From an optimization exercise on the open Yosys and OpenROAD flow, aimed at small area and a short achievable clock period; shortcuts taken in it are not production practice.
RTL that was checked went through simulation tests only; none was proved equivalent to the original.
Only the layout flow was run in runs 4 to 6; the RTL was not checked for function there.

===== design/flow/design.v =====
package csc_pkg;
	typedef logic [17:0] sram_addr_t;
	typedef logic [15:0] sram_word_t;
	typedef logic [7:0] pixel_t;
	localparam int IMG_WIDTH = 320;
	localparam int IMG_HEIGHT = 240;
	localparam int PAIRS_PER_ROW = 160;
	localparam int WORDS_PER_ROW = 80;      
	localparam int GROUPS = 19200;          
	localparam sram_addr_t Y_BASE = 18'd0;
	localparam sram_addr_t U_BASE = 18'd38400;
	localparam sram_addr_t V_BASE = 18'd57600;
	localparam sram_addr_t RGB_BASE = 18'd146944;
	localparam sram_addr_t RGB_LAST = 18'd262143;
endpackage
`timescale 1ns/100ps
module sram_arbiter (
	input logic CLOCK_50_I,
	input logic resetn,
	input logic cmd_we,
	input csc_pkg::sram_addr_t cmd_addr,
	input csc_pkg::sram_word_t cmd_wdata,
	output csc_pkg::sram_addr_t sram_addr,
	output csc_pkg::sram_word_t sram_wdata,
	output logic sram_we_n
);
	always_ff @(posedge CLOCK_50_I or negedge resetn) begin
		if (!resetn)
			sram_we_n <= 1'b1;
		else
			sram_we_n <= !cmd_we;
	end
	always_ff @(posedge CLOCK_50_I) begin
		sram_addr <= cmd_addr;
		sram_wdata <= cmd_wdata;
	end
endmodule
`timescale 1ns/100ps
module yuv_fetch (
	input logic CLOCK_50_I,
	input logic resetn,
	input logic start,
	output logic busy,
	output logic done,
	output logic c_shift,          
	output logic c_ld_u,           
	output logic c_ld_v,           
	output logic c_first_a,        
	output logic c_first_b,        
	output logic c_near_b,         
	output logic c_last_a,         
	output logic c_last_b,         
	output logic c_yh_ld,          
	output logic c_ylo,            
	output logic c_odd_op,         
	output logic c_w_rg,           
	output logic c_w_br,           
	output logic cmd_we,
	output csc_pkg::sram_addr_t cmd_addr
);
	logic [3:0] ph, ph_n;
	logic [1:0] prime;             
	logic wr_on;
	logic done_pre;
	logic [6:0] jc;
	logic j_first, j_near_end, j_last;
	logic jf_n, jn_n, jl_n;
	logic [16:0] gy;               
	logic [16:0] c_addr;
	csc_pkg::sram_addr_t wa;       
	logic a_y, a_c, a_u, a_lsb, a_w;
	logic wr_now, last_wr;
	assign ph_n = !busy ? 4'd2 : (ph == 4'd9) ? 4'd0 : ph + 4'd1;
	assign jf_n = (ph == 4'd9) ? (jc == 7'd79) : j_first;
	assign jn_n = (ph == 4'd9) ? (jc == 7'd77) : j_near_end;
	assign jl_n = (ph == 4'd9) ? (jc == 7'd78) : j_last;
	always_ff @(posedge CLOCK_50_I) begin
		c_shift <= (ph_n <= 4'd4) && (ph_n != 4'd2);
		c_ld_u <= (ph_n == 4'd5);
		c_ld_v <= (ph_n == 4'd6);
		c_first_a <= busy && jf_n && (ph_n <= 4'd1);
		c_first_b <= busy && jf_n && (ph_n == 4'd3 || ph_n == 4'd4);
		c_near_b <= busy && jn_n && (ph_n == 4'd3 || ph_n == 4'd4);
		c_last_a <= busy && jl_n && (ph_n <= 4'd1);
		c_last_b <= busy && jl_n && (ph_n == 4'd3 || ph_n == 4'd4);
		c_yh_ld <= (ph_n == 4'd4 || ph_n == 4'd7);
		c_ylo <= (ph_n == 4'd3 || ph_n == 4'd6);
		c_odd_op <= (ph_n == 4'd4 || ph_n == 4'd7);
		c_w_rg <= (ph_n == 4'd5 || ph_n == 4'd8);
		c_w_br <= (ph_n == 4'd6 || ph_n == 4'd9);
		a_y <= (ph_n == 4'd1 || ph_n == 4'd4);
		a_c <= (ph_n == 4'd2 || ph_n == 4'd3);
		a_u <= (ph_n == 4'd2);
		a_lsb <= (ph_n == 4'd1);
		a_w <= (ph_n >= 4'd5) || (ph_n == 4'd0);
	end
	assign wr_now = busy && wr_on && a_w;
	assign last_wr = wr_now && (wa == csc_pkg::RGB_LAST);
	assign cmd_we = wr_now;
	assign c_addr = gy + (a_u ? 17'(csc_pkg::U_BASE + 18'd2) : 17'(csc_pkg::V_BASE + 18'd2));
	always_comb begin
		if (a_y)
			cmd_addr = {gy, a_lsb};
		else if (a_c)
			cmd_addr = {1'b0, c_addr};
		else
			cmd_addr = wa;
	end
	always_ff @(posedge CLOCK_50_I or negedge resetn) begin
		if (!resetn) begin
			busy <= 1'b0;
			done <= 1'b0;
			done_pre <= 1'b0;
			wr_on <= 1'b0;
		end else begin
			done_pre <= last_wr;
			done <= done_pre;
			if (done_pre)
				busy <= 1'b0;
			else if (start)
				busy <= 1'b1;
			if (!busy || last_wr)
				wr_on <= 1'b0;
			else if (prime == 2'd0 && ph == 4'd4)
				wr_on <= 1'b1;
		end
	end
	always_ff @(posedge CLOCK_50_I) begin
		ph <= ph_n;
		if (!busy) begin
			prime <= 2'd3;
			jc <= 7'd77;
			j_first <= 1'b0;
			j_near_end <= 1'b0;
			j_last <= 1'b0;
			gy <= 17'h1fffe;
			wa <= csc_pkg::RGB_BASE;
		end else begin
			j_first <= jf_n;
			j_near_end <= jn_n;
			j_last <= jl_n;
			if (ph == 4'd9) begin
				if (prime != 2'd0)
					prime <= prime - 2'd1;
				jc <= (jc == 7'd79) ? 7'd0 : jc + 7'd1;
			end
			if (ph == 4'd1)
				gy <= gy + 17'd1;
			if (wr_now)
				wa <= wa + 18'd1;
		end
	end
endmodule
`timescale 1ns/100ps
module chroma_interpolator (
	input logic CLOCK_50_I,
	input logic c_shift,
	input logic c_ld_u,
	input logic c_ld_v,
	input logic c_first_a,
	input logic c_first_b,
	input logic c_near_b,
	input logic c_last_a,
	input logic c_last_b,
	input csc_pkg::sram_word_t rdata,
	output csc_pkg::pixel_t ce_u,       
	output csc_pkg::pixel_t ce_v,
	output csc_pkg::pixel_t c_odd       
);
	csc_pkg::pixel_t e [0:15];
	csc_pkg::pixel_t t0, t1, t2, t3, t4, t5;
	always_ff @(posedge CLOCK_50_I) begin
		if (c_shift) begin
			for (int i = 0; i < 15; i++)
				e[i] <= e[i + 1];
		end
		if (c_ld_u) begin
			e[12] <= rdata[15:8];
			e[14] <= rdata[7:0];
		end
		if (c_ld_v) begin
			e[13] <= rdata[15:8];
			e[15] <= rdata[7:0];
		end
	end
	assign ce_u = e[2];
	assign ce_v = e[3];
	always_comb begin
		t0 = e[0];
		t1 = e[2];
		t2 = e[4];
		t3 = e[6];
		t4 = e[8];
		t5 = e[10];
		if (c_first_a) begin
			t0 = e[4];
			t1 = e[4];
		end
		if (c_first_b)
			t0 = e[2];
		if (c_near_b)
			t5 = e[8];
		if (c_last_a) begin
			t4 = e[6];
			t5 = e[6];
		end
		if (c_last_b) begin
			t3 = e[4];
			t4 = e[4];
			t5 = e[4];
		end
	end
	logic [8:0] p, q, m, p_r, q_r, m_r, m_r2;
	logic [9:0] d1, d2, d3, d1_r, d2_r, d3_r;
	assign p = {1'b0, t0} + {1'b0, t5};
	assign q = {1'b0, t1} + {1'b0, t4};
	assign m = {1'b0, t2} + {1'b0, t3};
	always_ff @(posedge CLOCK_50_I) begin
		p_r <= p;
		q_r <= q;
		m_r <= m;
	end
	assign d1 = {1'b0, m_r} + {1'b0, ~q_r};
	assign d2 = {1'b0, p_r} + {1'b0, ~q_r};
	assign d3 = {1'b0, p_r} + {1'b0, ~m_r};
	always_ff @(posedge CLOCK_50_I) begin
		m_r2 <= m_r;
		d1_r <= d1;
		d2_r <= d2;
		d3_r <= d3;
	end
	logic [16:0] acc;
	logic [8:0] q8, q8_r;
	logic signed [9:0] sh;
	assign acc = {1'b0, m_r2, 7'd0} + {2'd0, d1_r, 5'd0} + {3'd0, d2_r, 4'd0} + {5'd0, d2_r, 2'd0}
		+ {7'd0, d3_r} + 17'd181;
	assign q8 = acc[16:8];
	always_ff @(posedge CLOCK_50_I)
		q8_r <= q8;
	assign sh = {1'b0, q8_r} - 10'sd106;
	assign c_odd = sh[9] ? 8'h00 : (sh[8] ? 8'hff : sh[7:0]);
endmodule
`timescale 1ns/100ps
module csc_matrix (
	input logic CLOCK_50_I,
	input csc_pkg::pixel_t y_in,
	input csc_pkg::pixel_t u_in,
	input csc_pkg::pixel_t v_in,
	output csc_pkg::pixel_t r,
	output csc_pkg::pixel_t g,
	output csc_pkg::pixel_t b
);
	logic [24:0] ye;
	logic [24:0] t_in, t_r;
	logic [9:0] u3_in, v3_in, u3, v3;
	csc_pkg::pixel_t u, v;
	assign ye = {17'd0, y_in};
	assign t_in = (ye << 16) + (ye << 13) + (ye << 11) + (ye << 9) - (ye << 2);
	assign u3_in = {2'd0, u_in} + {1'd0, u_in, 1'd0};
	assign v3_in = {2'd0, v_in} + {1'd0, v_in, 1'd0};
	always_ff @(posedge CLOCK_50_I) begin
		t_r <= t_in;
		u <= u_in;
		v <= v_in;
		u3 <= u3_in;
		v3 <= v3_in;
	end
	localparam int NR = 6;
	localparam int NG = 8;
	localparam int NB = 6;
	localparam logic [15:0] KL_R = 16'd5824;
	localparam logic [15:0] KL_G = 16'd45033;
	localparam logic [15:0] KL_B = 16'd4800;
	localparam logic signed [11:0] KH_R = -12'sd223;
	localparam logic signed [11:0] KH_G = -12'sd269;
	localparam logic signed [11:0] KH_B = -12'sd277;
	logic [26:0] rr [NR];
	logic [26:0] gr [NG];
	logic [26:0] br [NB];
	logic [9:0] nu3, nv3;
	csc_pkg::pixel_t nu, nv;
	assign nu3 = ~u3;
	assign nv3 = ~v3;
	assign nu = ~u;
	assign nv = ~v;
	assign rr[0] = {2'd0, t_r};
	assign rr[1] = {2'd0, v3, 15'd0};
	assign rr[2] = {6'd0, v3, 11'd0};
	assign rr[3] = {12'd0, v, 7'd0};
	assign rr[4] = {15'd0, v, 4'd0};
	assign rr[5] = {17'd0, v3};
	assign gr[0] = {2'd0, t_r};
	assign gr[1] = {4'd0, nu3, 13'd0};
	assign gr[2] = {9'd0, nu, 10'd0};
	assign gr[3] = {14'd0, nu3, 3'd0};
	assign gr[4] = {3'd0, nv3, 14'd0};
	assign gr[5] = {7'd0, nv, 12'd0};
	assign gr[6] = {14'd0, nv, 5'd0};
	assign gr[7] = {19'd0, nv};
	assign br[0] = {2'd0, t_r};
	assign br[1] = {2'd0, u, 17'd0};
	assign br[2] = {9'd0, u, 10'd0};
	assign br[3] = {12'd0, u, 7'd0};
	assign br[4] = {14'd0, u3, 3'd0};
	assign br[5] = {17'd0, u3};
	function automatic logic [53:0] csa(input logic [26:0] a, input logic [26:0] b, input logic [26:0] c);
		logic [26:0] sm, cy;
		sm = a ^ b ^ c;
		cy = (a & b) | (a & c) | (b & c);
		csa = {sm, cy[25:0], 1'b0};
	endfunction
	logic [53:0] r1a, r1b, r2a, r3a, r4a;
	logic [53:0] g1a, g1b, g1c, g2a, g2b, g3a, g4a;
	logic [53:0] b1a, b1b, b2a, b3a, b4a;
	assign r1a = csa(rr[0], rr[1], rr[2]);
	assign r1b = csa(rr[3], rr[4], rr[5]);
	assign r2a = csa(r1a[53:27], r1a[26:0], r1b[53:27]);
	assign r3a = csa(r1b[26:0], {11'd0, KL_R}, r2a[53:27]);
	assign r4a = csa(r2a[26:0], r3a[53:27], r3a[26:0]);
	assign g1a = csa(gr[0], gr[1], gr[2]);
	assign g1b = csa(gr[3], gr[4], gr[5]);
	assign g1c = csa(gr[6], gr[7], {11'd0, KL_G});
	assign g2a = csa(g1a[53:27], g1a[26:0], g1b[53:27]);
	assign g2b = csa(g1b[26:0], g1c[53:27], g1c[26:0]);
	assign g3a = csa(g2a[53:27], g2a[26:0], g2b[53:27]);
	assign g4a = csa(g3a[53:27], g3a[26:0], g2b[26:0]);
	assign b1a = csa(br[0], br[1], br[2]);
	assign b1b = csa(br[3], br[4], br[5]);
	assign b2a = csa(b1a[53:27], b1a[26:0], b1b[53:27]);
	assign b3a = csa(b1b[26:0], {11'd0, KL_B}, b2a[53:27]);
	assign b4a = csa(b2a[26:0], b3a[53:27], b3a[26:0]);
	logic [16:0] rl, gl, bl;
	logic [10:0] rs_r, rc_r, gs_r, gc_r, bs_r, bc_r;
	logic rk_r, gk_r, bk_r;
	assign rl = {1'b0, r4a[42:27]} + {1'b0, r4a[15:0]};
	assign gl = {1'b0, g4a[42:27]} + {1'b0, g4a[15:0]};
	assign bl = {1'b0, b4a[42:27]} + {1'b0, b4a[15:0]};
	always_ff @(posedge CLOCK_50_I) begin
		rs_r <= r4a[53:43];
		rc_r <= r4a[26:16];
		rk_r <= rl[16];
		gs_r <= g4a[53:43];
		gc_r <= g4a[26:16];
		gk_r <= gl[16];
		bs_r <= b4a[53:43];
		bc_r <= b4a[26:16];
		bk_r <= bl[16];
	end
	function automatic csc_pkg::pixel_t sat(input logic signed [11:0] s);
		if (s[11])
			sat = 8'h00;
		else if (s[10:8] != 3'd0)
			sat = 8'hff;
		else
			sat = s[7:0];
	endfunction
	logic [10:0] rh, gh, bh;
	assign rh = rs_r + rc_r + {10'd0, rk_r};
	assign gh = gs_r + gc_r + {10'd0, gk_r};
	assign bh = bs_r + bc_r + {10'd0, bk_r};
	assign r = sat({1'b0, rh} + KH_R);
	assign g = sat({1'b0, gh} + KH_G);
	assign b = sat({1'b0, bh} + KH_B);
endmodule
`timescale 1ns/100ps
module rgb_store (
	input logic CLOCK_50_I,
	input logic c_w_rg,
	input logic c_w_br,
	input csc_pkg::pixel_t r,
	input csc_pkg::pixel_t g,
	input csc_pkg::pixel_t b,
	output csc_pkg::sram_word_t wdata
);
	csc_pkg::pixel_t g1, b1;         
	always_ff @(posedge CLOCK_50_I) begin
		g1 <= g;
		b1 <= b;
	end
	always_comb begin
		if (c_w_rg)
			wdata = {r, g};
		else if (c_w_br)
			wdata = {b1, r};
		else
			wdata = {g1, b1};
	end
endmodule
`timescale 1ns/100ps
module csc_top (
	input logic CLOCK_50_I,
	input logic resetn,
	input logic start,
	output logic busy,
	output logic done,
	output csc_pkg::sram_addr_t sram_addr,
	output csc_pkg::sram_word_t sram_wdata,
	output logic sram_we_n,
	input csc_pkg::sram_word_t sram_rdata
);
	logic c_shift, c_ld_u, c_ld_v;
	logic c_first_a, c_first_b, c_near_b, c_last_a, c_last_b;
	logic c_yh_ld, c_ylo, c_odd_op, c_w_rg, c_w_br;
	logic cmd_we;
	csc_pkg::sram_addr_t cmd_addr;
	csc_pkg::sram_word_t cmd_wdata;
	csc_pkg::pixel_t ce_u, ce_v, c_odd, uo;
	csc_pkg::sram_word_t yh;         
	csc_pkg::pixel_t y_op, u_op, v_op;
	csc_pkg::pixel_t r, g, b;
	yuv_fetch seq_unit (
		.CLOCK_50_I, .resetn, .start, .busy, .done,
		.c_shift, .c_ld_u, .c_ld_v,
		.c_first_a, .c_first_b, .c_near_b, .c_last_a, .c_last_b,
		.c_yh_ld, .c_ylo, .c_odd_op, .c_w_rg, .c_w_br,
		.cmd_we, .cmd_addr
	);
	chroma_interpolator interp_unit (
		.CLOCK_50_I, .c_shift, .c_ld_u, .c_ld_v,
		.c_first_a, .c_first_b, .c_near_b, .c_last_a, .c_last_b,
		.rdata(sram_rdata), .ce_u, .ce_v, .c_odd
	);
	always_ff @(posedge CLOCK_50_I) begin
		if (c_yh_ld)
			yh <= sram_rdata;
		uo <= c_odd;     
	end
	always_ff @(posedge CLOCK_50_I)
		y_op <= c_ylo ? yh[7:0] : yh[15:8];
	always_comb begin
		if (c_odd_op) begin
			u_op = uo;
			v_op = c_odd;
		end else begin
			u_op = ce_u;
			v_op = ce_v;
		end
	end
	csc_matrix matrix_unit (
		.CLOCK_50_I, .y_in(y_op), .u_in(u_op), .v_in(v_op),
		.r, .g, .b
	);
	rgb_store store_unit (
		.CLOCK_50_I, .c_w_rg, .c_w_br, .r, .g, .b, .wdata(cmd_wdata)
	);
	sram_arbiter arbiter_unit (
		.CLOCK_50_I, .resetn,
		.cmd_we, .cmd_addr, .cmd_wdata,
		.sram_addr, .sram_wdata, .sram_we_n
	);
endmodule

===== design/flow/flow/run.sh =====
#!/bin/bash
set -u
export SETUP_SLACK_MARGIN=6.8
export BUFFER_PORTS_ARGS="-buffer_cell sky130_fd_sc_hd__buf_4"
bash standard.sh > standard_flow.log 2>&1

===== design/flow/standard.sh =====
#!/bin/bash
# synth_recipe.tcl (not shown) runs the flow's synth.tcl, then flattens the netlist and writes it again
# the make line also repeats each setting of config.mk as NAME=value (left out here)
make -C /OpenROAD-flow-scripts/flow DESIGN_CONFIG=/design/flow/config.mk WORK_HOME=/design/flow/orfs CLKGATE_MAP_FILE= SYNTH_SCRIPT=/design/flow/synth_recipe.tcl "${@:-finish}"

===== design/flow/config.mk =====
export PLATFORM = sky130hd
export DESIGN_NAME = csc_top
export DESIGN_NICKNAME = csc_top
export VERILOG_FILES = /design/flow/design.v
export SDC_FILE = /design/flow/constraint.sdc
export NUM_CORES = 4
export LEC_CHECK = 0
export CAP_MARGIN = 20
export CORE_MARGIN = 2
export CORE_UTILIZATION = 50
export CTS_BUF_LIST = sky130_fd_sc_hd__clkbuf_8
export CTS_CLUSTER_DIAMETER = 60
export CTS_CLUSTER_SIZE = 18
export SLEW_MARGIN = 20

===== design/flow/constraint.sdc =====
create_clock -name core_clock -period 10.0 [get_ports {CLOCK_50_I}]
set_input_delay 2.0000 -clock core_clock [delete_from_list [all_inputs] [get_ports {CLOCK_50_I}]]
set_output_delay 2.0000 -clock core_clock [all_outputs]
set_load 0.01 [all_outputs]

==> results.toml, run 1 <==
[run_status]
outcome = "no timing/DRC/antenna violations"

[global_route]
track_usage = 0.2071
grtUsageMet1 = 0.2911
grt_use_met2 = 0.3423
grt_pass1_wl_microns = 92860
met3_usage = 0.02125
grt_max_degree = 81
grt_pass1_vias = 17570
overflow = 0
top_usage_layer = "met2"
antenna_found_initial = 1

[critical_path]
slowest_stage = "dfrtp_2"
r2r_cells = 10
path_buf_inv = 2
crit_chain = "buf_12, buf_6"
cp_data_arrival_time_ps = 1340
r2r_start = "interp_unit.d3_r[9]"
cpPeakStageDelay_ps = 440
endpoint_kind = "output pin"
start_kind = "flip-flop"
r2r_end = "interp_unit.q8_r[8]"
cp_max_fo = 2
r2r_slack_ps = 6740
worst-path-stages = 2
crit_family = "flip-flops"
critical_path_required_ps = 8000
critical_path_class = "reg -> out"

[die]
die_h_microns = 237.8
die_area_sq_mm = 0.05654
design.core.area_sq_mm = 0.05392
ios = 56
die_x_microns = 237.8
rows = 85
start_util = 0.5068

[clock_tree]
insertion_delay_ps = 670
cts_buffer_depth = 3
tritoncts = "built"
h-tree-depth = 2
cts_made_buffers = 40
clock_sink_count = 480
clk_pin_slew_ps = 110
cts_root_buffer = "clkbuf_8"

[sta]
tns_ps = 0
max_slew_margin = 0.2787
setup_violations = 0
period_share = 0.3343
worst_slew_pin_slew_ps = 1081
fin_crit_ps = 3343
rsz0062_at_grt = "yes"
slew_violations = 0
fmax_ghz = 0.2992
skew_ps = 61.93
finalHoldViolations = 0

[cells_and_area]
layout.nets = 3134
syn_to_final_growth_pct = 12.52
layoutNonFillerInstCount = 3323
fillers = 4580
drive_gt1_frac = 0.1679
num_antenna_cells = 0

[placed_design]
gp_congestion = 0.8889
dp.cells = 3197
dp_hpwl_microns = 44920
io_buffers = 55

[worst_hold_path]
min_path_cells = 0
min_from = "interp_unit.m_r[7]"
hold_class = "reg -> reg"
holdPathEnd = "interp_unit.m_r2[7]"

[run]
maxCapViolCount = 0

[yosys]
synth_seq_cells = 480
synthFlopType = "dfxtp_1"
yosysUniqueCellTypes = 89
syn_inst = 2492
ys_seq_area_frac = 0.4053
yosysWarnings = 10
syn_nets = 3031
synth-edff-count = 144
netlist_area_sq_mm = 0.02733
ys_async_sr_fraction = 0.01042
synth_area_per_cell_sq_um = 10.97

[routing]
wl_microns = 58340
drtIter0Drc = 864
route.detailed.vias_per_inst = 5.264
antenna_left = 0
wl_per_cell_microns = 17.56
vias = 17490
drc = 0
drt_pass1_iterations = 5
-- synth_stat cells (all sizes together) (29+ instances only) --
cell	n	area share
xnor2	95	0.031
nor2	87	0.012
and3	29	0.0068
nor3	29	0.0055
o21bai	35	0.0096
mux2	49	0.020
nand2	108	0.015
ha	394	0.18
inv	338	0.046
o21ai	105	0.019
a21oi	124	0.023
xor2	54	0.017
edfxtp	144	0.16
fa	126	0.092
dfxtp	331	0.24
nor2b	29	0.0067
mux2i	51	0.019
clkbuf	42	0.0061
-- cells in the final DEF (no fill, tap or decap), types with 33 or more instances in the layout --
cell type,count
xor2_1,49
nand2_1,105
nor2_1,81
clkbuf_8,43
dfxtp_2,40
ha_1,371
o21ai_0,97
fa_1,121
a21oi_1,112
buf_4,97
xnor2_1,89
inv_1,330
o21bai_1,33
dfxtp_1,282
mux2_2,47
mux2i_1,47
edfxtp_1,144
-- logic make-up after synthesis --
| group | Yosys count | share of synthesized area |
|---|---|---|
| adder cells (fa/ha/maj) | 520 | 0.2727 |
| multiplexers | 100 | 0.03901 |
| flip-flops | 480 | 0.4053 |
| XOR/XNOR | 149 | 0.04803 |
| AO/OA/AOI/OAI | 431 | 0.1010 |
| AND/OR/NAND/NOR | 425 | 0.07998 |
| buffers and inverters | 387 | 0.05393 |
-- per-layer routing --
metal | vias up | routed length, microns
met5 | - | 0
met3 | 74 | 1517
li1 | 8786 | -
met2 | 248 | 27260
met1 | 8384 | 28330
met4 | 0 | 1224
-- flip-flops by register name, summed over array words and instances (netlist names), 16 cells and up --
signal,flops
seq_unit.wa,18
seq_unit.gy,17
yh,16
arbiter_unit.sram_wdata,16
arbiter_unit.sram_addr,18
interp_unit.e,128
matrix_unit.t_r,23
-- worst reg2reg max path: cells and delay by family, from the launching register on --
kind	cells	cell delay [ps]
AO/OA/AOI/OAI	3	650
XOR/XNOR	1	140
AND/OR/NAND/NOR	2	460
adder cells (fa/ha/maj)	4	1610
flip-flops	1	340
-- final cells by class --
type                            instances  area (sq um)  area share
Multi-Input combinational cell       1627         15630      0.5084
Sequential cell                       480         11160      0.3630
Inverter                              338          1275     0.04146
Timing Repair Buffer                  108         915.9     0.02978
Tap cell                              696         870.8     0.02832
Clock buffer                           43         591.8     0.01925
Clock inverter                         31         302.8    0.009847
-- metrics by stage --
step / instance area [sq um] / hold WS [ps] / utilization / worst slack (ps)
6_report: 30750 / 383.1 / 0.5703 / 6657
5_1_grt: 30750 / 388.6 / 0.5703 / 6584
4_1_cts: 30090 / 383.2 / 0.5580 / 6585
3_5_place_dp: 28490 / 367.2 / 0.5284 / 6377
3_3_place_gp: 28490 / 366.8 / 0.5284 / 6480
2_1_floorplan: 27390 / 354.3 / - / 6688
-- what timing repair did --
action	in CTS	in global routing
cloned	4	0
endpoints found under the hold margin	0	0
pin swaps	56	73
resized for setup	107	101
buffers inserted	23	25
endpoints found under the setup margin	46	62
hold buffers	0	0
-- worst max-delay path by stage --
stage               slack [ps]                          to           startpoint
CTS                       6580                        busy        seq_unit.busy
global placement          6480  arbiter_unit.sram_wdata[0]     matrix_unit.rk_r
detailed placement        6380           matrix_unit.v3[8]  interp_unit.q8_r[1]
finish                    6660                        busy        seq_unit.busy
global route              6580                        busy        seq_unit.busy
floorplan                 6690            matrix_unit.gk_r     matrix_unit.u[0]
Testbench counts, summed over its fixed seeds: frame cycles 1,536,248.
==> run 2, diff against run 1 <==
--- a/design/flow/config.mk
+++ b/design/flow/config.mk
@@ -8,7 +8,7 @@
 export CAP_MARGIN = 20
 export CORE_MARGIN = 2
 export CORE_UTILIZATION = 50
-export CTS_BUF_LIST = sky130_fd_sc_hd__clkbuf_8
-export CTS_CLUSTER_DIAMETER = 60
-export CTS_CLUSTER_SIZE = 18
+export CTS_BUF_LIST = sky130_fd_sc_hd__clkbuf_8 sky130_fd_sc_hd__clkbuf_16
+export CTS_CLUSTER_DIAMETER = 100
+export CTS_CLUSTER_SIZE = 24
 export SLEW_MARGIN = 20
==> run 2 against run 1 <==
  * Final cell count down 1.2%
  * Count of clock-buffer cells in the layout down 17
  * Via count down 0.80%
  * Global-route usage down 0.19 points
  * Wire length down 0.60%
  * Synthesized cell count unchanged
  * Critical endpoint is now interp_unit.q8_r[8]
  * Largest cell class unchanged
==> results.toml, run 2 <==
[run_status]
outcome = "no timing/DRC/antenna violations"

[yosys]
yosysTopAreaCell = "dfxtp_1"
yosysUniqueCellTypes = 89
ys_async_sr_fraction = 0.01042
post-synth-top-count-cell = "ha_1"
syn_inst = 2492
synth_top_cell_area_share = 0.2425
synth-edff-count = 144
synthFlopType = "dfxtp_1"
synth_area_per_cell_sq_um = 10.97
synth_seq_cells = 480
yosysWarnings = 10
netlist_area_sq_mm = 0.02733
synthTopCellsByArea = "dfxtp_1, ha_1, edfxtp_1"
syn_nets = 3031
ys_seq_area_frac = 0.4053
synth_common_cells = "ha_1, inv_1, dfxtp_1"

[placed_design]
dp_hpwl_microns = 44920
io_buffers = 55
gp_congestion = 0.8889

[critical_path]
crit_path_frequent_cell = "fa_1"
critPathLaunch = "interp_unit.d2_r[4]"
r2r_cells = 10
critical_path_required_ps = 10490
slowest_stage = "fa_1"
crit_chain = "fa_1, fa_1, fa_1, ha_2, or3_4, o211ai_1, a41o_1, nand2_2, a21oi_2, xnor2_1"
endpoint = "interp_unit.q8_r[8]"
r2r_slack_ps = 6720
endpoint_kind = "flip-flop"
r2r_end = "interp_unit.q8_r[8]"
critical_path_class = "reg -> reg"
cp_data_arrival_time_ps = 3770
cp_max_fo = 3
cpPeakStageDelay_ps = 550
start_kind = "flip-flop"
r2r_start = "interp_unit.d2_r[4]"

[global_route]
grt_max_degree = 81
track_usage = 0.2053
grt_pass1_wl_microns = 92740
overflow = 0
antenna_found_initial = 1
grt_pass1_vias = 17480

[cells_and_area]
drive_gt1_frac = 0.1491
final_util = 0.5638
largest_register_ffs = 128
num_antenna_cells = 0
syn_to_final_growth_pct = 11.24
layout_commonest_cell = "ha_1"
layout_common_cells = "ha_1, inv_1, dfxtp_1"
layout.nets = 3112
top_register = "interp_unit.e"
reg_top3 = "interp_unit.e x128, matrix_unit.t_r x23"

[die]
ios = 56
design.core.area_sq_mm = 0.05392
start_util = 0.5068
die_x_microns = 237.8
die_h_microns = 237.8
rows = 85
die_area_sq_mm = 0.05654

[clock_tree]
insertion_delay_ps = 580
cts_buffer_depth = 3
cts_made_buffers = 25
clk_pin_slew_ps = 100
h-tree-depth = 1
cts_root_buffer = "clkbuf_16"
tritoncts = "built"
clock_sink_count = 480

[sta]
max_slew_margin = 0.3257
fin_crit_ps = 3277
worst_slew_pin_slew_ps = 1010
period_share = 0.3277
fmax_ghz = 0.3051
slew_violations = 0
tns_ps = 0
rsz0062_at_grt = "yes"
setup_violations = 0
skew_ps = 15.10
finalHoldViolations = 0

[routing]
drt_pass1_iterations = 5
drc = 0
drtIter0Drc = 894
route.detailed.vias_per_inst = 5.284
wl_per_cell_microns = 17.66
wl_microns = 57990
vias = 17350
antenna_left = 0

[worst_hold_path]
hold_class = "reg -> reg"

[run]
maxCapViolCount = 0
## run 2: layer usage
metal | track usage | part of all wire
met5 | 0 | 0
met4 | 0.03659 | 0.017
met3 | 0.01684 | 0.020
met2 | 0.3462 | 0.47
met1 | 0.2920 | 0.49
## run 2: timing repair
item / CTS / global route
cloned: 3 / 1
endpoints found under the setup margin: 43 / 59
setup buffers: 23 / 18
hold buffers: 0 / 0
pin swaps: 61 / 63
hold endpoints to repair: 0 / 0
gates resized for setup: 101 / 89
## run 2: worst max-delay path: cells and delay by family, from the launching register on
family,cells,cell delay (ps)
AOI/OAI and AO/OA,3,640
xor gates and xnor gates,1,130
adders and majority gates,4,1650
DFF,1,350
and+or+nand+nor,2,440
## run 2: cells by family after synthesis
group	Yosys count	synth area share
fa+ha+maj	520	0.2727
buf+inv	387	0.05393
flops	480	0.4053
compound gates	431	0.1010
xor+xnor	149	0.04803
mux	100	0.03901
simple gates	425	0.07998
## run 2: cell type report
cell class	instances	area (sq um)
Clock inverter	16	105.1
Sequential cell	480	11170
Multi-Input combinational cell	1627	15500
Timing Repair Buffer	101	847.1
Fill cell	4640	23520
Tap cell	696	870.8
Inverter	338	1271
Clock buffer	26	639.4
## run 2: worst min path at each step
stage / startpoint / end / depth (start not counted)
3_5_place_dp: seq_unit.done_pre / seq_unit.done / 0
4_1_cts: y_op[0] / matrix_unit.t_r[2] / 0
5_1_grt: y_op[0] / matrix_unit.t_r[2] / 0
3_3_place_gp: seq_unit.done_pre / seq_unit.done / 0
6_report: interp_unit.m_r[8] / interp_unit.m_r2[8] / 0
2_1_floorplan: seq_unit.done_pre / seq_unit.done / 0
## run 2: through the flow
stage / area (sq um) / hold WS [ps] / instances / worst slack (ps)
after floorplan: 27390 / 354.3 / 2492 / 6688
after global placement: 28490 / 366.8 / 3197 / 6480
after detailed placement: 28490 / 367.2 / 3197 / 6377
after CTS: 29900 / 377.8 / 3265 / 6664
after global routing: 30400 / 393.5 / 3284 / 6599
final: 30400 / 384.0 / 3284 / 6723
==> run 3, diff against run 2 <==
--- a/design/flow/config.mk
+++ b/design/flow/config.mk
@@ -8,7 +8,7 @@
 export CAP_MARGIN = 20
 export CORE_MARGIN = 2
 export CORE_UTILIZATION = 50
-export CTS_BUF_LIST = sky130_fd_sc_hd__clkbuf_8 sky130_fd_sc_hd__clkbuf_16
+export CTS_BUF_LIST = sky130_fd_sc_hd__clkbuf_16
 export CTS_CLUSTER_DIAMETER = 100
 export CTS_CLUSTER_SIZE = 24
 export SLEW_MARGIN = 20
==> run 3 against run 2 <==
  * Die area stayed put
  * Via count is 0.13% higher
  * First-iteration DRC count is 4.9% lower
  * Utilization hardly changed
==> results.toml, run 3 <==
[global_route]
antenna_found_initial = 1
grt_pass1_vias = 17480
grt_max_degree = 81
overflow = 0
grt_pass1_wl_microns = 92760
track_usage = 0.2053

[yosys]
synth_common_cells = "ha_1, inv_1, dfxtp_1"
synthTopCellsByArea = "dfxtp_1, ha_1, edfxtp_1"
yosysUniqueCellTypes = 89
synth_area_per_cell_sq_um = 10.97
yosysTopAreaCell = "dfxtp_1"
synth_top_cell_area_share = 0.2425
synth_seq_cells = 480
syn_nets = 3031
ys_seq_area_frac = 0.4053
syn_inst = 2492
yosysWarnings = 10
netlist_area_sq_mm = 0.02733
ys_async_sr_fraction = 0.01042
synth-edff-count = 144
post-synth-top-count-cell = "ha_1"
synthFlopType = "dfxtp_1"

[clock_tree]
tritoncts = "built"
clk_pin_slew_ps = 100
clock_sink_count = 480
ctsHoldBuffers = 0
cts_root_buffer = "clkbuf_16"
h-tree-depth = 1
cts_made_buffers = 25
cts_buffer_depth = 3
insertion_delay_ps = 580

[die]
design.core.area_sq_mm = 0.05392
die_area_sq_mm = 0.05654
ios = 56
die_x_microns = 237.8
die_h_microns = 237.8
rows = 85
start_util = 0.5068

[sta]
max_slew_margin = 0.3175
slew_violations = 0
fmax_ghz = 0.3052
period_share = 0.3277
finalHoldViolations = 0
rsz0062_at_grt = "yes"
worst_slew_pin_slew_ps = 1022
tns_ps = 0
setup_violations = 0
fin_crit_ps = 3277
skew_ps = 15.37

[placed_design]
io_buffers = 55
place_area_sq_mm = 0.02849
gp_congestion = 0.8889
dp_hpwl_microns = 44920

[routing]
vias = 17380
drt_pass1_iterations = 5
wl_per_cell_microns = 17.67
drtIter0Drc = 850
route.detailed.vias_per_inst = 5.291
drc = 0
antenna_left = 0
wl_microns = 58040

[critical_path]
start_kind = "flip-flop"
cp_data_arrival_time_ps = 3770
crit_chain = "fa_1, fa_1, fa_1, ha_2, or3_4, o211ai_1, a41o_1, nand2_2, a21oi_2, xnor2_1"
crit_family = "adder cells"
cpPeakStageDelay_ps = 550
r2r_slack_ps = 6720
path_buf_inv = 0
critical_path_required_ps = 10490
endpoint_kind = "flip-flop"
crit_path_frequent_cell = "fa_1"
slowest_stage = "fa_1"
critical_path_class = "reg -> reg"
cp_max_fo = 3

[cells_and_area]
top_register = "interp_unit.e"
drive_gt1_frac = 0.1491
layout_common_cells = "ha_1, inv_1, dfxtp_1"
reg_top3 = "interp_unit.e x128, matrix_unit.t_r x23"
design_area_sq_mm = 0.03039
num_antenna_cells = 0
layout.nets = 3112
layout_commonest_cell = "ha_1"
largest_register_ffs = 128
syn_to_final_growth_pct = 11.20

[worst_hold_path]
hold_class = "reg -> reg"

[run]
maxCapViolCount = 0

[run_status]
outcome = "no timing/DRC/antenna violations"
[run 3: cell types whose count changed in the layout (fill, tap and decap cells not counted), sizes merged]
cell,previous run,this run
clkbuf,26,25
inv,353,354
[run 3: final cells by class]
type	count	area (sq um)
clock buffer	25	625.6
clock inverter	17	108.9
fill	4641	23530
inverter	338	1271
multi-input combinational	1627	15500
sequential	480	11170
tap	696	870.8
timing repair buffer	101	847.1
[run 3: cell families after synthesis]
kind of cell | count (synthesis) | synth area share
compound gates | 431 | 0.1010
mux | 100 | 0.03901
fa+ha+maj | 520 | 0.2727
buf+inv | 387 | 0.05393
flops | 480 | 0.4053
xor+xnor | 149 | 0.04803
simple gates | 425 | 0.07998
[run 3: worst paths after layout]
path | startpoint | endpoint | depth (start not counted)
max in group asynchronous | resetn | arbiter_unit.sram_we_n | 1
worst min-delay path | interp_unit.m_r[8] | interp_unit.m_r2[8] | 0
worst max register to register | interp_unit.d2_r[4] | interp_unit.q8_r[8] | 10
worst max-delay path | interp_unit.d2_r[4] | interp_unit.q8_r[8] | 10
min in group asynchronous | resetn | seq_unit.wr_on | 1
worst min register to register | interp_unit.m_r[8] | interp_unit.m_r2[8] | 0
[run 3: metrics by stage]
| step | hold slack [ps] | worst slack [ps] | utilization | std cells |
|---|---|---|---|---|
| floorplan | 354.3 | 6688 | - | 2492 |
| global placement | 366.8 | 6480 | 0.5284 | 3197 |
| detailed placement | 367.2 | 6377 | 0.5284 | 3197 |
| CTS | 377.8 | 6664 | 0.5543 | 3265 |
| global route | 393.5 | 6599 | 0.5636 | 3284 |
| finish | 383.8 | 6723 | 0.5636 | 3284 |
[run 3: per-layer routing]
metal,vias to the layer above,share of wire,track usage
met5,-,0,0
met3,51,0.021,0.01684
li1,8729,-,-
met2,206,0.47,0.3464
met4,0,0.017,0.03659
met1,8389,0.49,0.2920
[run 3: repair_timing]
item / 4_1_cts / 5_1_grt
resized for setup: 101 / 89
buffers inserted: 23 / 18
setup endpoints to repair: 43 / 59
pin swaps: 61 / 63
gates cloned: 3 / 1
==> run 4, diff against run 3 <==
--- a/design/flow/design.v
+++ b/design/flow/design.v
@@ -45,6 +45,8 @@
 	output logic c_shift,          
 	output logic c_ld_u,           
 	output logic c_ld_v,           
+	output logic c_plo,            
+	output logic c_pv,             
 	output logic c_first_a,        
 	output logic c_first_b,        
 	output logic c_near_b,         
@@ -78,6 +80,8 @@
 		c_shift <= (ph_n <= 4'd4) && (ph_n != 4'd2);
 		c_ld_u <= (ph_n == 4'd5);
 		c_ld_v <= (ph_n == 4'd6);
+		c_plo <= (ph_n == 4'd3 || ph_n == 4'd4);
+		c_pv <= (ph_n == 4'd1 || ph_n == 4'd4);
 		c_first_a <= busy && jf_n && (ph_n <= 4'd1);
 		c_first_b <= busy && jf_n && (ph_n == 4'd3 || ph_n == 4'd4);
 		c_near_b <= busy && jn_n && (ph_n == 4'd3 || ph_n == 4'd4);
@@ -157,6 +161,8 @@
 	input logic c_shift,
 	input logic c_ld_u,
 	input logic c_ld_v,
+	input logic c_plo,                  
+	input logic c_pv,                   
 	input logic c_first_a,
 	input logic c_first_b,
 	input logic c_near_b,
@@ -167,20 +173,27 @@
 	output csc_pkg::pixel_t ce_v,
 	output csc_pkg::pixel_t c_odd       
 );
-	csc_pkg::pixel_t e [0:15];
+	csc_pkg::pixel_t e [0:11];
+	csc_pkg::pixel_t u_hi, v_hi, u_lo, v_lo;
 	csc_pkg::pixel_t t0, t1, t2, t3, t4, t5;
 	always_ff @(posedge CLOCK_50_I) begin
 		if (c_shift) begin
-			for (int i = 0; i < 15; i++)
+			for (int i = 0; i < 11; i++)
 				e[i] <= e[i + 1];
+			case ({c_plo, c_pv})
+			2'b00: e[11] <= u_hi;
+			2'b01: e[11] <= v_hi;
+			2'b10: e[11] <= u_lo;
+			default: e[11] <= v_lo;
+			endcase
 		end
 		if (c_ld_u) begin
-			e[12] <= rdata[15:8];
-			e[14] <= rdata[7:0];
+			u_hi <= rdata[15:8];
+			u_lo <= rdata[7:0];
 		end
 		if (c_ld_v) begin
-			e[13] <= rdata[15:8];
-			e[15] <= rdata[7:0];
+			v_hi <= rdata[15:8];
+			v_lo <= rdata[7:0];
 		end
 	end
 	assign ce_u = e[2];
@@ -398,7 +411,7 @@
 	output logic sram_we_n,
 	input csc_pkg::sram_word_t sram_rdata
 );
-	logic c_shift, c_ld_u, c_ld_v;
+	logic c_shift, c_ld_u, c_ld_v, c_plo, c_pv;
 	logic c_first_a, c_first_b, c_near_b, c_last_a, c_last_b;
 	logic c_yh_ld, c_ylo, c_odd_op, c_w_rg, c_w_br;
 	logic cmd_we;
@@ -410,13 +423,13 @@
 	csc_pkg::pixel_t r, g, b;
 	yuv_fetch seq_unit (
 		.CLOCK_50_I, .resetn, .start, .busy, .done,
-		.c_shift, .c_ld_u, .c_ld_v,
+		.c_shift, .c_ld_u, .c_ld_v, .c_plo, .c_pv,
 		.c_first_a, .c_first_b, .c_near_b, .c_last_a, .c_last_b,
 		.c_yh_ld, .c_ylo, .c_odd_op, .c_w_rg, .c_w_br,
 		.cmd_we, .cmd_addr
 	);
 	chroma_interpolator interp_unit (
-		.CLOCK_50_I, .c_shift, .c_ld_u, .c_ld_v,
+		.CLOCK_50_I, .c_shift, .c_ld_u, .c_ld_v, .c_plo, .c_pv,
 		.c_first_a, .c_first_b, .c_near_b, .c_last_a, .c_last_b,
 		.rdata(sram_rdata), .ce_u, .ce_v, .c_odd
 	);
--- a/design/flow/config.mk
+++ b/design/flow/config.mk
@@ -8,7 +8,4 @@
 export CAP_MARGIN = 20
 export CORE_MARGIN = 2
 export CORE_UTILIZATION = 50
-export CTS_BUF_LIST = sky130_fd_sc_hd__clkbuf_16
-export CTS_CLUSTER_DIAMETER = 100
-export CTS_CLUSTER_SIZE = 24
 export SLEW_MARGIN = 20
==> run 4 against run 3 <==
  * Maximum frequency shrank 3.5%
  * Worst hold slack lost 8.7 ps
  * Register-to-register slack lost 120 ps
  * Still clean on timing, DRC and antenna
  * Sequential share of layout area shrank 1.5 points
  * Synthesized cell count is essentially flat
  * Critical path depth grew 2
  * Non-clock buffer count grew 13
  * Critical endpoint is now matrix_unit.gk_r
==> results.toml, run 4 <==
[run_status]
outcome = "no timing/DRC/antenna violations"

[clock_tree]
cts_root_buffer = "clkbuf_16"
clk_pin_slew_ps = 60
h-tree-depth = 2
clock_sink_count = 481
cts_buffer_depth = 3
tritoncts = "built"
ctsHoldBuffers = 0
insertion_delay_ps = 600
cts_made_buffers = 52

[yosys]
yosysTopAreaCell = "dfxtp_1"
netlist_area_sq_mm = 0.02734
synth_top_cell_area_share = 0.2431
synthFlopType = "dfxtp_1"
synth_seq_cells = 481
synth-edff-count = 144
synth_common_cells = "ha_1, inv_1, dfxtp_1"
syn_nets = 3030
yosysWarnings = 10
ys_async_sr_fraction = 0.01040
syn_inst = 2491
ys_seq_area_frac = 0.4058
yosysUniqueCellTypes = 83
post-synth-top-count-cell = "ha_1"
synth_area_per_cell_sq_um = 10.98
synthTopCellsByArea = "dfxtp_1, ha_1, edfxtp_1"

[routing]
wl_microns = 58560
drt_pass1_iterations = 5
route.detailed.vias_per_inst = 5.263
drtIter0Drc = 762
vias = 17650
drc = 0
wl_per_cell_microns = 17.46
antenna_left = 0

[global_route]
track_usage = 0.2108
antenna_found_initial = 0
grt_pass1_vias = 18160
overflow = 0
grt_max_degree = 72
grt_pass1_wl_microns = 94840

[cells_and_area]
top_register = "interp_unit.e"
syn_to_final_growth_pct = 16.00
num_antenna_cells = 0
layout_common_cells = "ha_1, inv_1, dfxtp_1"
layout.nets = 3153
multiInputGateArea_sq_mm = 0.01564
reg_top3 = "interp_unit.e x96, matrix_unit.t_r x23"
fillers = 4498
layout_commonest_cell = "ha_1"
drive_gt1_frac = 0.1705
largest_register_ffs = 96
final_util = 0.5883
design_area_sq_mm = 0.03172
seq_area_sq_mm = 0.01120

[sta]
fin_crit_ps = 3396
period_share = 0.3396
worst_slew_pin_slew_ps = 947.8
fmax_ghz = 0.2944
skew_ps = 27.08
rsz0062_at_grt = "yes"
finalHoldViolations = 0
slew_violations = 0
tns_ps = 0
max_slew_margin = 0.3681
setup_violations = 0

[worst_hold_path]
hold_class = "reg -> reg"

[placed_design]
dp_hpwl_microns = 44760
gp_congestion = 0.9345
place_area_sq_mm = 0.02859
io_buffers = 55

[die]
rows = 85
die_h_microns = 237.9
design.core.area_sq_mm = 0.05392
die_area_sq_mm = 0.05658
ios = 56
die_x_microns = 237.9
start_util = 0.5071

[critical_path]
r2r_start = "matrix_unit.v[0]"
r2r_slack_ps = 6600
start_kind = "flip-flop"
r2r_end = "matrix_unit.gk_r"
cp_data_arrival_time_ps = 3890
critPathLaunch = "matrix_unit.v[0]"
endpoint_kind = "flip-flop"
endpoint = "matrix_unit.gk_r"
cp_max_fo = 7
critical_path_required_ps = 10500
r2r_cells = 12
critical_path_class = "reg -> reg"

[run]
maxCapViolCount = 0
run 4: timing repair:
action,in CTS,in global routing
endpoints found under the setup margin,49,59
buffers inserted,37,18
pin swaps,58,66
resized for setup,122,99
run 4: metal layers:
metal	track usage	share of wire	up-vias
met3	0.03297	0.038	106
met5	0	0	-
li1	-	-	8854
met4	0.06385	0.025	0
met2	0.3416	0.45	241
met1	0.2917	0.48	8447
run 4: cell families after synthesis:
family / after synthesis / synth area share
AO/OA/AOI/OAI: 449 / 0.1090
XOR/XNOR: 147 / 0.04709
adder cells (fa/ha/maj): 520 / 0.2725
buffers and inverters: 399 / 0.05505
flip-flops: 481 / 0.4058
multiplexers: 81 / 0.03446
AND/OR/NAND/NOR: 414 / 0.07605
run 4: worst min-delay path by stage:
stage	startpoint	endpoint	depth (start not counted)
final	seq_unit.done_pre	seq_unit.done	0
after global routing	seq_unit.done_pre	seq_unit.done	0
after CTS	seq_unit.done_pre	seq_unit.done	0
after detailed placement	seq_unit.done_pre	seq_unit.done	0
after global placement	seq_unit.done_pre	seq_unit.done	0
after floorplan	seq_unit.done_pre	seq_unit.done	0
run 4: cell type report:
type	instances	share of cell area
Multi-Input combinational cell	1611	0.4930
Sequential cell	481	0.3530
Clock buffer	72	0.04828
Inverter	354	0.04213
Timing Repair Buffer	114	0.02769
Tap cell	696	0.02745
Clock inverter	25	0.008520
run 4: stage by stage:
stage                     setup WS [ps]  hold slack, ps  std cells
after floorplan                    6786           354.3       2491
after global placement             6396           374.8       3201
after detailed placement           6281           367.5       3201
after CTS                          6619           378.2       3335
after global routing               6511           385.4       3353
final                              6604           375.2       3353
run 4: worst max-delay path, cell delays in order, from the launching register on:
cell,delay (ps)
dfxtp_4,420
inv_1,110
ha_4,280
fa_1,450
fa_1,550
inv_1,50
fa_1,530
inv_1,50
ha_1,270
o21ai_1,120
nand2b_1,70
a31o_2,230
a21o_1,170
==> run 5, diff against run 4 <==
--- a/design/flow/config.mk
+++ b/design/flow/config.mk
@@ -8,4 +8,7 @@
 export CAP_MARGIN = 20
 export CORE_MARGIN = 2
 export CORE_UTILIZATION = 50
+export CTS_BUF_LIST = sky130_fd_sc_hd__clkbuf_16
+export CTS_CLUSTER_DIAMETER = 100
+export CTS_CLUSTER_SIZE = 24
 export SLEW_MARGIN = 20
==> run 5 against run 4 <==
  * Register-to-register slack worse by 40 ps
  * Sequential cell count stayed put
  * Utilization is 2.0 points lower
  * Die area stayed put
  * Critical endpoint unchanged
==> results.toml, run 5 <==
[critical_path]
cp_data_arrival_time_ps = 3920
endpoint_kind = "flip-flop"
cp_max_fo = 2
path_buf_inv = 3
r2r_slack_ps = 6570
crit_chain = "inv_4, fa_1, fa_1, fa_1, inv_1, fa_1, inv_1, ha_2, nor3_2, o211ai_1, a31o_2, a21o_1"
critPathLaunch = "matrix_unit.u[3]"
critical_path_class = "reg -> reg"
crit_family = "adder cells"
r2r_cells = 12
cpPeakStageDelay_ps = 520
start_kind = "flip-flop"
critical_path_required_ps = 10490
r2r_start = "matrix_unit.u[3]"
crit_path_frequent_cell = "fa_1"
slowest_stage = "fa_1"
r2r_end = "matrix_unit.gk_r"

[cells_and_area]
largest_register_ffs = 96
layout_common_cells = "ha_1, inv_1, dfxtp_1"
syn_to_final_growth_pct = 11.97
drive_gt1_frac = 0.1497
reg_top3 = "interp_unit.e x96, matrix_unit.t_r x23"
top_register = "interp_unit.e"
num_antenna_cells = 0
layout.nets = 3126
layout_commonest_cell = "ha_1"

[yosys]
yosysWarnings = 10
syn_inst = 2491
netlist_area_sq_mm = 0.02734
synth_area_per_cell_sq_um = 10.98
syn_nets = 3030
synthTopCellsByArea = "dfxtp_1, ha_1, edfxtp_1"
synth_seq_cells = 481
synthFlopType = "dfxtp_1"
ys_seq_area_frac = 0.4058
synth-edff-count = 144
yosysTopAreaCell = "dfxtp_1"
ys_async_sr_fraction = 0.01040
yosysUniqueCellTypes = 83
synth_common_cells = "ha_1, inv_1, dfxtp_1"
synth_top_cell_area_share = 0.2431
post-synth-top-count-cell = "ha_1"

[routing]
route.detailed.vias_per_inst = 5.292
antenna_left = 0
drt_pass1_iterations = 5
wl_microns = 57620
drtIter0Drc = 715
drc = 0
vias = 17470
wl_per_cell_microns = 17.46

[sta]
period_share = 0.3432
max_slew_margin = 0.3153
rsz0062_at_grt = "yes"
finalHoldViolations = 0
worst_slew_pin_slew_ps = 1025
fin_crit_ps = 3432
slew_violations = 0
skew_ps = 28.10
tns_ps = 0
fmax_ghz = 0.2914
setup_violations = 0

[clock_tree]
clock_sink_count = 481
insertion_delay_ps = 610
ctsHoldBuffers = 0
clk_pin_slew_ps = 100
h-tree-depth = 1
tritoncts = "built"
cts_buffer_depth = 3
cts_made_buffers = 26
cts_root_buffer = "clkbuf_16"

[placed_design]
io_buffers = 55
dp_hpwl_microns = 44760
gp_congestion = 0.9345

[die]
design.core.area_sq_mm = 0.05392
die_area_sq_mm = 0.05658
die_x_microns = 237.9
ios = 56
start_util = 0.5071
die_h_microns = 237.9
rows = 85

[worst_hold_path]
min_from = "seq_unit.done_pre"
min_path_cells = 0
holdPathEnd = "seq_unit.done"
hold_class = "reg -> reg"

[global_route]
overflow = 0
grt_max_degree = 72
antenna_found_initial = 0
grt_pass1_vias = 17770
track_usage = 0.2065
grt_pass1_wl_microns = 93270

[run_status]
outcome = "no timing/DRC/antenna violations"

[run]
maxCapViolCount = 0
run 5: cell count changes in the layout (fill, tap and decap cells not counted), sizes merged:
cell | before | now
clkbuf | 72 | 26
buf | 114 | 113
clkinv | 15 | 3
clkinvlp | 1 | 0
bufinv | 5 | 0
inv | 358 | 371
run 5: area by class of cell:
type                    instances  area, sq um
repair buffers                113        867.1
inverters                     354         1336
clock buffers                  26        650.6
flip-flops and latches        481        11190
clock inverters                20        143.9
fillers                      4597        23300
well taps                     696        870.8
multi-input cells            1611        15560
run 5: logic make-up after synthesis:
| family | synth area share |
|---|---|
| AND/OR/NAND/NOR | 0.07605 |
| buffers and inverters | 0.05505 |
| flip-flops | 0.4058 |
| XOR/XNOR | 0.04709 |
| AO/OA/AOI/OAI | 0.1090 |
| multiplexers | 0.03446 |
| adder cells (fa/ha/maj) | 0.2725 |
run 5: stage by stage:
stage	std cells	utilization	instance area [sq um]	hold slack [ps]	worst slack, ps
after floorplan	2491	-	27450	354.3	6786
final	3301	0.5678	30620	384.8	6568
after global routing	3301	0.5678	30620	395.5	6484
after detailed placement	3201	0.5303	28590	367.5	6281
after CTS	3288	0.5599	30190	388.8	6583
after global placement	3201	0.5303	28590	374.8	6396
run 5: worst reg2reg max path: stages, from the launching register on:
cell and delay (ps):
dfxtp_4 380, inv_4 40, fa_1 530, fa_1 440, fa_1 500, inv_1 60
fa_1 470, inv_1 40, ha_2 170, nor3_2 180, o211ai_1 140, a31o_2 220
a21o_1 170
run 5: layer usage:
layer / wire length (microns) / GRT usage
met1: 28080 / 0.2923
met4: 1112 / 0.04383
met3: 2087 / 0.02603
met5: 0 / 0
met2: 26340 / 0.3403
run 5: repair_timing:
action | 4_1_cts | 5_1_grt
resized for setup | 126 | 80
pin swaps | 68 | 61
buffers inserted | 41 | 13
endpoints found under the hold margin | 0 | 0
endpoints found under the setup margin | 50 | 60
run 5: worst max path at each step:
stage,cells after the start,slack (ps),to
after floorplan,12,6790,matrix_unit.gk_r
after global placement,18,6400,matrix_unit.v3[8]
after detailed placement,18,6280,matrix_unit.v3[8]
after CTS,12,6580,matrix_unit.gk_r
after global routing,12,6480,matrix_unit.gk_r
final,12,6570,matrix_unit.gk_r
==> run 6, diff against run 5 <==
--- a/design/flow/design.v
+++ b/design/flow/design.v
@@ -45,8 +45,6 @@
 	output logic c_shift,          
 	output logic c_ld_u,           
 	output logic c_ld_v,           
-	output logic c_plo,            
-	output logic c_pv,             
 	output logic c_first_a,        
 	output logic c_first_b,        
 	output logic c_near_b,         
@@ -80,8 +78,6 @@
 		c_shift <= (ph_n <= 4'd4) && (ph_n != 4'd2);
 		c_ld_u <= (ph_n == 4'd5);
 		c_ld_v <= (ph_n == 4'd6);
-		c_plo <= (ph_n == 4'd3 || ph_n == 4'd4);
-		c_pv <= (ph_n == 4'd1 || ph_n == 4'd4);
 		c_first_a <= busy && jf_n && (ph_n <= 4'd1);
 		c_first_b <= busy && jf_n && (ph_n == 4'd3 || ph_n == 4'd4);
 		c_near_b <= busy && jn_n && (ph_n == 4'd3 || ph_n == 4'd4);
@@ -161,8 +157,6 @@
 	input logic c_shift,
 	input logic c_ld_u,
 	input logic c_ld_v,
-	input logic c_plo,                  
-	input logic c_pv,                   
 	input logic c_first_a,
 	input logic c_first_b,
 	input logic c_near_b,
@@ -173,27 +167,20 @@
 	output csc_pkg::pixel_t ce_v,
 	output csc_pkg::pixel_t c_odd       
 );
-	csc_pkg::pixel_t e [0:11];
-	csc_pkg::pixel_t u_hi, v_hi, u_lo, v_lo;
+	csc_pkg::pixel_t e [0:15];
 	csc_pkg::pixel_t t0, t1, t2, t3, t4, t5;
 	always_ff @(posedge CLOCK_50_I) begin
 		if (c_shift) begin
-			for (int i = 0; i < 11; i++)
+			for (int i = 0; i < 15; i++)
 				e[i] <= e[i + 1];
-			case ({c_plo, c_pv})
-			2'b00: e[11] <= u_hi;
-			2'b01: e[11] <= v_hi;
-			2'b10: e[11] <= u_lo;
-			default: e[11] <= v_lo;
-			endcase
 		end
 		if (c_ld_u) begin
-			u_hi <= rdata[15:8];
-			u_lo <= rdata[7:0];
+			e[12] <= rdata[15:8];
+			e[14] <= rdata[7:0];
 		end
 		if (c_ld_v) begin
-			v_hi <= rdata[15:8];
-			v_lo <= rdata[7:0];
+			e[13] <= rdata[15:8];
+			e[15] <= rdata[7:0];
 		end
 	end
 	assign ce_u = e[2];
@@ -343,20 +330,20 @@
 	assign b3a = csa(b1b[26:0], {11'd0, KL_B}, b2a[53:27]);
 	assign b4a = csa(b2a[26:0], b3a[53:27], b3a[26:0]);
 	logic [16:0] rl, gl, bl;
-	logic [10:0] rs_r, rc_r, gs_r, gc_r, bs_r, bc_r;
+	logic [10:0] rh, gh, bh, rh_r, gh_r, bh_r;
 	logic rk_r, gk_r, bk_r;
 	assign rl = {1'b0, r4a[42:27]} + {1'b0, r4a[15:0]};
 	assign gl = {1'b0, g4a[42:27]} + {1'b0, g4a[15:0]};
 	assign bl = {1'b0, b4a[42:27]} + {1'b0, b4a[15:0]};
+	assign rh = r4a[53:43] + r4a[26:16];
+	assign gh = g4a[53:43] + g4a[26:16];
+	assign bh = b4a[53:43] + b4a[26:16];
 	always_ff @(posedge CLOCK_50_I) begin
-		rs_r <= r4a[53:43];
-		rc_r <= r4a[26:16];
+		rh_r <= rh;
 		rk_r <= rl[16];
-		gs_r <= g4a[53:43];
-		gc_r <= g4a[26:16];
+		gh_r <= gh;
 		gk_r <= gl[16];
-		bs_r <= b4a[53:43];
-		bc_r <= b4a[26:16];
+		bh_r <= bh;
 		bk_r <= bl[16];
 	end
 	function automatic csc_pkg::pixel_t sat(input logic signed [11:0] s);
@@ -367,13 +354,9 @@
 		else
 			sat = s[7:0];
 	endfunction
-	logic [10:0] rh, gh, bh;
-	assign rh = rs_r + rc_r + {10'd0, rk_r};
-	assign gh = gs_r + gc_r + {10'd0, gk_r};
-	assign bh = bs_r + bc_r + {10'd0, bk_r};
-	assign r = sat({1'b0, rh} + KH_R);
-	assign g = sat({1'b0, gh} + KH_G);
-	assign b = sat({1'b0, bh} + KH_B);
+	assign r = sat({1'b0, rh_r + {10'd0, rk_r}} + KH_R);
+	assign g = sat({1'b0, gh_r + {10'd0, gk_r}} + KH_G);
+	assign b = sat({1'b0, bh_r + {10'd0, bk_r}} + KH_B);
 endmodule
 `timescale 1ns/100ps
 module rgb_store (
@@ -411,7 +394,7 @@
 	output logic sram_we_n,
 	input csc_pkg::sram_word_t sram_rdata
 );
-	logic c_shift, c_ld_u, c_ld_v, c_plo, c_pv;
+	logic c_shift, c_ld_u, c_ld_v;
 	logic c_first_a, c_first_b, c_near_b, c_last_a, c_last_b;
 	logic c_yh_ld, c_ylo, c_odd_op, c_w_rg, c_w_br;
 	logic cmd_we;
@@ -423,13 +406,13 @@
 	csc_pkg::pixel_t r, g, b;
 	yuv_fetch seq_unit (
 		.CLOCK_50_I, .resetn, .start, .busy, .done,
-		.c_shift, .c_ld_u, .c_ld_v, .c_plo, .c_pv,
+		.c_shift, .c_ld_u, .c_ld_v,
 		.c_first_a, .c_first_b, .c_near_b, .c_last_a, .c_last_b,
 		.c_yh_ld, .c_ylo, .c_odd_op, .c_w_rg, .c_w_br,
 		.cmd_we, .cmd_addr
 	);
 	chroma_interpolator interp_unit (
-		.CLOCK_50_I, .c_shift, .c_ld_u, .c_ld_v, .c_plo, .c_pv,
+		.CLOCK_50_I, .c_shift, .c_ld_u, .c_ld_v,
 		.c_first_a, .c_first_b, .c_near_b, .c_last_a, .c_last_b,
 		.rdata(sram_rdata), .ce_u, .ce_v, .c_odd
 	);
--- a/design/flow/config.mk
+++ b/design/flow/config.mk
@@ -8,7 +8,5 @@
 export CAP_MARGIN = 20
 export CORE_MARGIN = 2
 export CORE_UTILIZATION = 50
-export CTS_BUF_LIST = sky130_fd_sc_hd__clkbuf_16
-export CTS_CLUSTER_DIAMETER = 100
-export CTS_CLUSTER_SIZE = 24
+export CTS_BUF_LIST = sky130_fd_sc_hd__clkbuf_8
 export SLEW_MARGIN = 20
==> run 6 against run 5 <==
  * Still clean
  * Synthesized cell count up 3.0%
  * Final area up 3.3%
  * Count of clock-buffer cells in the layout grew 67
  * Clock skew is 15 ps higher
  * Wire length is 4.0% higher
  * Worst hold slack better by 0.82 ps
  * Die area about the same
  * Area after synthesis about the same
  * First-iteration DRC count up 34%
==> results.toml, run 6 <==
[worst_hold_path]
min_path_cells = 0
hold_class = "reg -> reg"

[yosys]
post-synth-top-count-cell = "ha_1"
ys_seq_area_frac = 0.3837
synth-edff-count = 144
synth_common_cells = "ha_1, inv_1, dfxtp_1"
synth_xor_area_frac = 0.05987
synthTopCellsByArea = "dfxtp_1, ha_1, edfxtp_1"
synth_compound_area_frac = 0.09710
synthMuxAreaShare = 0.03929
synthFlopType = "dfxtp_1"
yosysWarnings = 10
yosysUniqueCellTypes = 83
syn_nets = 3111
synth_area_per_cell_sq_um = 10.66
synth-adder-area-share = 0.2751
netlist_area_sq_mm = 0.02735
yosys.area_share.simple = 0.08599
synth_top_family_by_area = "adder cells"
synth_top_cell_area_share = 0.2210
yosysTopAreaCell = "dfxtp_1"
synth_seq_cells = 451
ys_async_sr_fraction = 0.01109
syn_inst = 2565

[global_route]
antenna_found_initial = 3
overflow = 0
grt_pass1_wl_microns = 95220
track_usage = 0.2128
grt_max_degree = 61
grt_pass1_vias = 18240

[clock_tree]
cts_made_buffers = 80
clk_pin_slew_ps = 60
insertion_delay_ps = 680
tritoncts = "built"
clock_sink_count = 451
cts_buffer_depth = 3
h-tree-depth = 3
cts_root_buffer = "clkbuf_8"

[sta]
tns_ps = 0
finalHoldViolations = 0
slew_violations = 0
skew_ps = 43.02
rsz0062_at_grt = "yes"
period_share = 0.4111
worst_slew_pin_slew_ps = 916.8
fin_crit_ps = 4111
fmax_ghz = 0.2433
max_slew_margin = 0.3851
whs_ps = 385.7
setup_violations = 0

[routing]
drc = 0
antenna_left = 0
drt_pass1_iterations = 5
wl_met3_microns = 2975
wl_per_cell_microns = 17.20
drtIter0Drc = 955
route.detailed.vias_per_inst = 5.255
top_layer_used = "met5"
wl_microns = 59920
vias = 18310
wl_met1_microns = 28250
wl_met2_microns = 27290

[cells_and_area]
multiInputGateArea_sq_mm = 0.01604
largest_register_ffs = 128
layout_common_cells = "inv_1, ha_1, dfxtp_1"
drive_gt1_frac = 0.1823
layout_commonest_cell = "inv_1"
syn_to_final_growth_pct = 15.67
layout.nets = 3269
fillers = 4560
seq_area_sq_mm = 0.01059
final_util = 0.5868
layoutNonFillerInstCount = 3484
reg_top3 = "interp_unit.e x128, matrix_unit.t_r x23"
top_register = "interp_unit.e"

[critical_path]
critical_path_required_ps = 10570
critical_path_class = "reg -> reg"
cp_max_fo = 2
cp_data_arrival_time_ps = 4680
endpoint_kind = "flip-flop"
r2r_cells = 20
start_kind = "flip-flop"

[placed_design]
gp_congestion = 0.9079
dp.cells = 3262
io_buffers = 55
dp_hpwl_microns = 45520

[die]
ios = 56
design.core.area_sq_mm = 0.05392
die_area_sq_mm = 0.05660
die_x_microns = 237.9
start_util = 0.5073
rows = 85
die_h_microns = 237.9

[run]
maxCapViolCount = 0

[run_status]
outcome = "no timing/DRC/antenna violations"
run 6: cell families (layout without fill, tap and decap cells):
family,Yosys count,count (layout)
fa+ha+maj,527,527
simple gates,456,456
flops,451,451
compound gates,427,427
buf+inv,416,638
xor+xnor,187,187
mux,101,101
other cells,0,1
run 6: worst paths after layout:
kind / from / to / slack [ps]
setup / recovery: matrix_unit.u[6] / matrix_unit.gh_r[10] / 5890
hold / removal: interp_unit.m_r[5] / interp_unit.m_r2[5] / 390
setup reg to reg: matrix_unit.u[6] / matrix_unit.gh_r[10] / 5890
hold reg to reg: interp_unit.m_r[5] / interp_unit.m_r2[5] / 390
max in group asynchronous: resetn / arbiter_unit.sram_we_n / 8690
min in group asynchronous: resetn / seq_unit.wr_on / 1120
run 6: critical path, stage by stage, from the launching register on:
cell	delay, ps
dfxtp_2	350
inv_4	40
fa_1	530
inv_1	60
fa_1	490
inv_2	40
fa_1	470
inv_1	50
fa_2	520
inv_2	40
ha_4	150
inv_2	50
fa_2	200
nor2b_1	50
o21ai_1	160
a21boi_1	110
o21ai_1	200
a21boi_2	90
o21ai_1	140
nand2b_1	100
a31o_2	200
run 6: per-layer routing:
metal / up-vias / track usage
li1: 9120 / -
met1: 8737 / 0.2944
met2: 348 / 0.3376
met3: 103 / 0.04014
met4: 2 / 0.06766
met5: - / 0
run 6: repair_timing:
| action | 4_1_cts | 5_1_grt |
|---|---|---|
| gates resized for setup | 102 | 107 |
| pin swaps | 42 | 76 |
| hold buffers | 0 | 0 |
| buffers inserted | 36 | 39 |
| endpoints found under the setup margin | 52 | 64 |
run 6: layout make-up:
| class | instances | area share |
|---|---|---|
| Clock buffer | 93 | 0.04045 |
| Timing Repair Buffer | 133 | 0.03333 |
| Multi-Input combinational cell | 1698 | 0.5070 |
| Tap cell | 696 | 0.02752 |
| Clock inverter | 53 | 0.01404 |
| Sequential cell | 451 | 0.3348 |
| Antenna cell | 1 | 0.00007909 |
| Inverter | 359 | 0.04282 |
run 6: through the flow:
| stage | worst slack, ps | instance area, sq um |
|---|---|---|
| 2_1_floorplan | 6032 | 27430 |
| 3_3_place_gp | 5835 | 28470 |
| 3_5_place_dp | 5771 | 28470 |
| 4_1_cts | 5955 | 30790 |
| 5_1_grt | 5699 | 31640 |
| 6_report | 5889 | 31640 |

==> what the ideal ports hide <==
Ports are ideal in the flow. The routed layouts listed here were re-timed in OpenROAD. Step 1, drivers: a clkbuf_16 drives CLOCK_50_I and a buf_2 each remaining input, both assumed. Step 2 also shifts input and output timing later by t, the mid clock arrival at the registers, as if the neighbouring blocks saw the same clock. Slacks: ideal / step 1 / step 2; pairs: ideal / step 1.
| run | t, ns | setup slack, ns | hold slack, ns |
|---|---|---|---|
| run 1 | 0.692 | 6.657 / 6.604 / 6.736 | 0.383 / 0.383 / 0.383 |
| run 2 | 0.625 | 6.723 / 6.704 / 6.723 | 0.384 / 0.384 / 0.384 |
| run 3 | 0.625 | 6.723 / 6.707 / 6.723 | 0.384 / 0.384 / 0.384 |
| run 4 | 0.647 | 6.604 / 6.604 / 6.604 | 0.375 / 0.375 / 0.375 |
| run 5 | 0.651 | 6.568 / 6.568 / 6.568 | 0.385 / 0.385 / 0.385 |
| run 6 | 0.714 | 5.889 / 5.889 / 5.889 | 0.386 / 0.386 / 0.386 |
After both steps every run listed still meets setup and hold.
